Background: an optimization exercise with open tools, aiming at small area. Do not read the settings as production practice. The RTL was checked by simulation tests, not by an equivalence proof against the original design.

onyx:
// fmc_pbit_rx_deser
module fmc_pbit_rx_deser #(
  parameter int DATA_WIDTH     = 30,
  parameter int NUM_PBITS      = 1369,
  parameter int NUM_WORDS      = (NUM_PBITS + DATA_WIDTH - 1) / DATA_WIDTH,
  parameter int TIMEOUT_CYCLES = 64
) (
  input  logic                  clk,
  input  logic                  rst,
  input  logic [DATA_WIDTH-1:0] link_data,
  input  logic                  link_valid,
  input  logic                  link_sof,
  input  logic                  hold,
  output logic [NUM_PBITS-1:0]  pbits_out,
  output logic                  frame_done,
  output logic [15:0]           frame_count,
  output logic                  err_sync,
  output logic                  err_timeout,
  output logic                  err_overrun
);
Size: ~6300 cells after synthesis, roughly 2800 flip-flops, about 1400 I/O pins.
==> flow/config.mk <==
export PLATFORM = sky130hd
export DESIGN_NAME = fmc_pbit_rx_deser
export DESIGN_NICKNAME = fmc_pbit_rx_deser
export VERILOG_FILES = /design/flow/design.v
export SDC_FILE = /design/flow/constraint.sdc
export NUM_CORES = 4
export LEC_CHECK = 0
export CAP_MARGIN = 20
export CORE_MARGIN = 2
export CORE_UTILIZATION = 40
export PLACE_DENSITY = 0.8
export SLEW_MARGIN = 20
export SYNTH_HIERARCHICAL = 1
==> flow/constraint.sdc <==
create_clock -name core_clock -period 8.0 [get_ports {clk}]
set_input_delay 1.6000 -clock core_clock [delete_from_list [all_inputs] [get_ports {clk}]]
set_output_delay 1.6000 -clock core_clock [all_outputs]
set_load 0.01 [all_outputs]
standard.sh (not shown) runs the stock make flow with config.mk's settings and CLKGATE_MAP_FILE= SYNTH_SCRIPT=/design/flow/synth_recipe.tcl, a recipe that flattens the netlist after the stock synthesis.
==> flow/flow/run.sh <==
#!/bin/bash
# The standard ORFS layout, with two changes to how it is built:
#  - ports are buffered with the smallest buffer (buf_1) instead of the default pick;
#  - the clock tree uses clkbuf_4 with small sink clusters and no dummy loads.
# Everything else (synthesis, floorplan, power grid, placement, routing) is standard.sh as is.
set -euo pipefail
export BUFFER_PORTS_ARGS="-buffer_cell sky130_fd_sc_hd__buf_1"
export CTS_ARGS="-sink_clustering_enable -repair_clock_nets -dont_use_dummy_load -buf_list sky130_fd_sc_hd__clkbuf_4 -sink_clustering_size 10 -sink_clustering_max_diameter 40"
bash standard.sh > standard_make.log 2>&1
The inputs of indigo differ from those of onyx as listed below.
Settings: clearing PLACE_DENSITY, which used to be 0.8.
==> flow/run.sh (new file) <==
#!/bin/bash
# synth_recipe.tcl (not shown) runs the flow's synth.tcl, then flattens the netlist and writes it again
# the make line also repeats each setting of config.mk as NAME=value (left out here)
make -C /OpenROAD-flow-scripts/flow DESIGN_CONFIG=/design/flow/config.mk WORK_HOME=/design/flow/orfs CLKGATE_MAP_FILE= SYNTH_SCRIPT=/design/flow/synth_recipe.tcl finish
removed: flow/flow/run.sh
removed: flow/standard.sh
- Global-route usage ended up 2.7 points higher on indigo than on onyx.
- indigo against onyx: routed metal-1 wirelength now sits higher; final standard cell count with taps included and fillers excluded now sits higher; wire length per cell after detailed routing now sits higher.
- Compared onyx against indigo; number of signal-net buffers in the layout within noise.
- Delta (indigo minus onyx): maximum vdd drop shows an increase of 0.072 mV; worst setup slack rose by 0.12 ns.
The inputs of lagoon differ from those of indigo as listed below.
Settings: setting CORE_AREA to 2 2 998 178 for the first time; setting DIE_AREA to 0 0 1000 180 for the first time; setting PLACE_DENSITY to 0.8 for the first time; removing CORE_UTILIZATION (formerly 40); removing CORE_MARGIN (formerly 2).
==> flow/flow/run.sh (new file) <==
#!/bin/bash
# The standard ORFS layout, with two changes to how it is built:
#  - ports are buffered with the smallest buffer (buf_1) instead of the default pick;
#  - the clock tree uses clkbuf_4 with small sink clusters and no dummy loads.
# Everything else (synthesis, floorplan, power grid, placement, routing) is standard.sh as is.
set -euo pipefail
export BUFFER_PORTS_ARGS="-buffer_cell sky130_fd_sc_hd__buf_1"
export CTS_ARGS="-sink_clustering_enable -repair_clock_nets -dont_use_dummy_load -buf_list sky130_fd_sc_hd__clkbuf_4 -sink_clustering_size 8 -sink_clustering_max_diameter 40"
bash standard.sh > standard_make.log 2>&1
==> flow/standard.sh (new file) <==
#!/bin/bash
# synth_recipe.tcl (not shown) runs the flow's synth.tcl, then flattens the netlist and writes it again
# the make line also repeats each setting of config.mk as NAME=value (left out here)
make -C /OpenROAD-flow-scripts/flow DESIGN_CONFIG=/design/flow/config.mk WORK_HOME=/design/flow/orfs CLKGATE_MAP_FILE= SYNTH_SCRIPT=/design/flow/synth_recipe.tcl "${@:-finish}"
removed: flow/run.sh
Final weighted congestion in routability-driven placement ends up higher on lagoon.
lagoon ended up with a higher count of inserted antenna diode cells than indigo did.
lagoon ended with every stage complete and zero timing, DRC or antenna violations.
Slack of the worst reg-to-reg path delta (lagoon − indigo): unfavourable

[static timing again, ports no longer ideal]
The results above use ideal ports. As a check the final layouts listed here were re-extracted and re-timed, cells and wires unchanged.
Step 1: set_driving_cell puts a clkbuf_16 on clk and a buf_2 on each other input, an assumption about the parent block.
Step 2 moves the port delays by t, midway between the first and last clock arrival at a register: inputs arrive t later, outputs are due t later. That takes back most of the time a late clock gives input paths.
a / b / c = no drivers / after step 1 / after step 2; a / b = the first two.
| run | shift t [ns] | setup slack, ns | worst setup path at the end |
|---|---|---|---|
| onyx | 1.419 | 3.803 / 3.803 / 2.553 | input to register |
| indigo | 1.008 | 3.926 / 3.912 / 2.905 | input to register |
| lagoon | 1.280 | 3.919 / 3.952 / 2.673 | input to register |
After both steps every run listed still meets setup and hold. For onyx, which loses most, drivers alone change the setup slack by 0.000 ns; drivers and shift together by -1.250 ns.
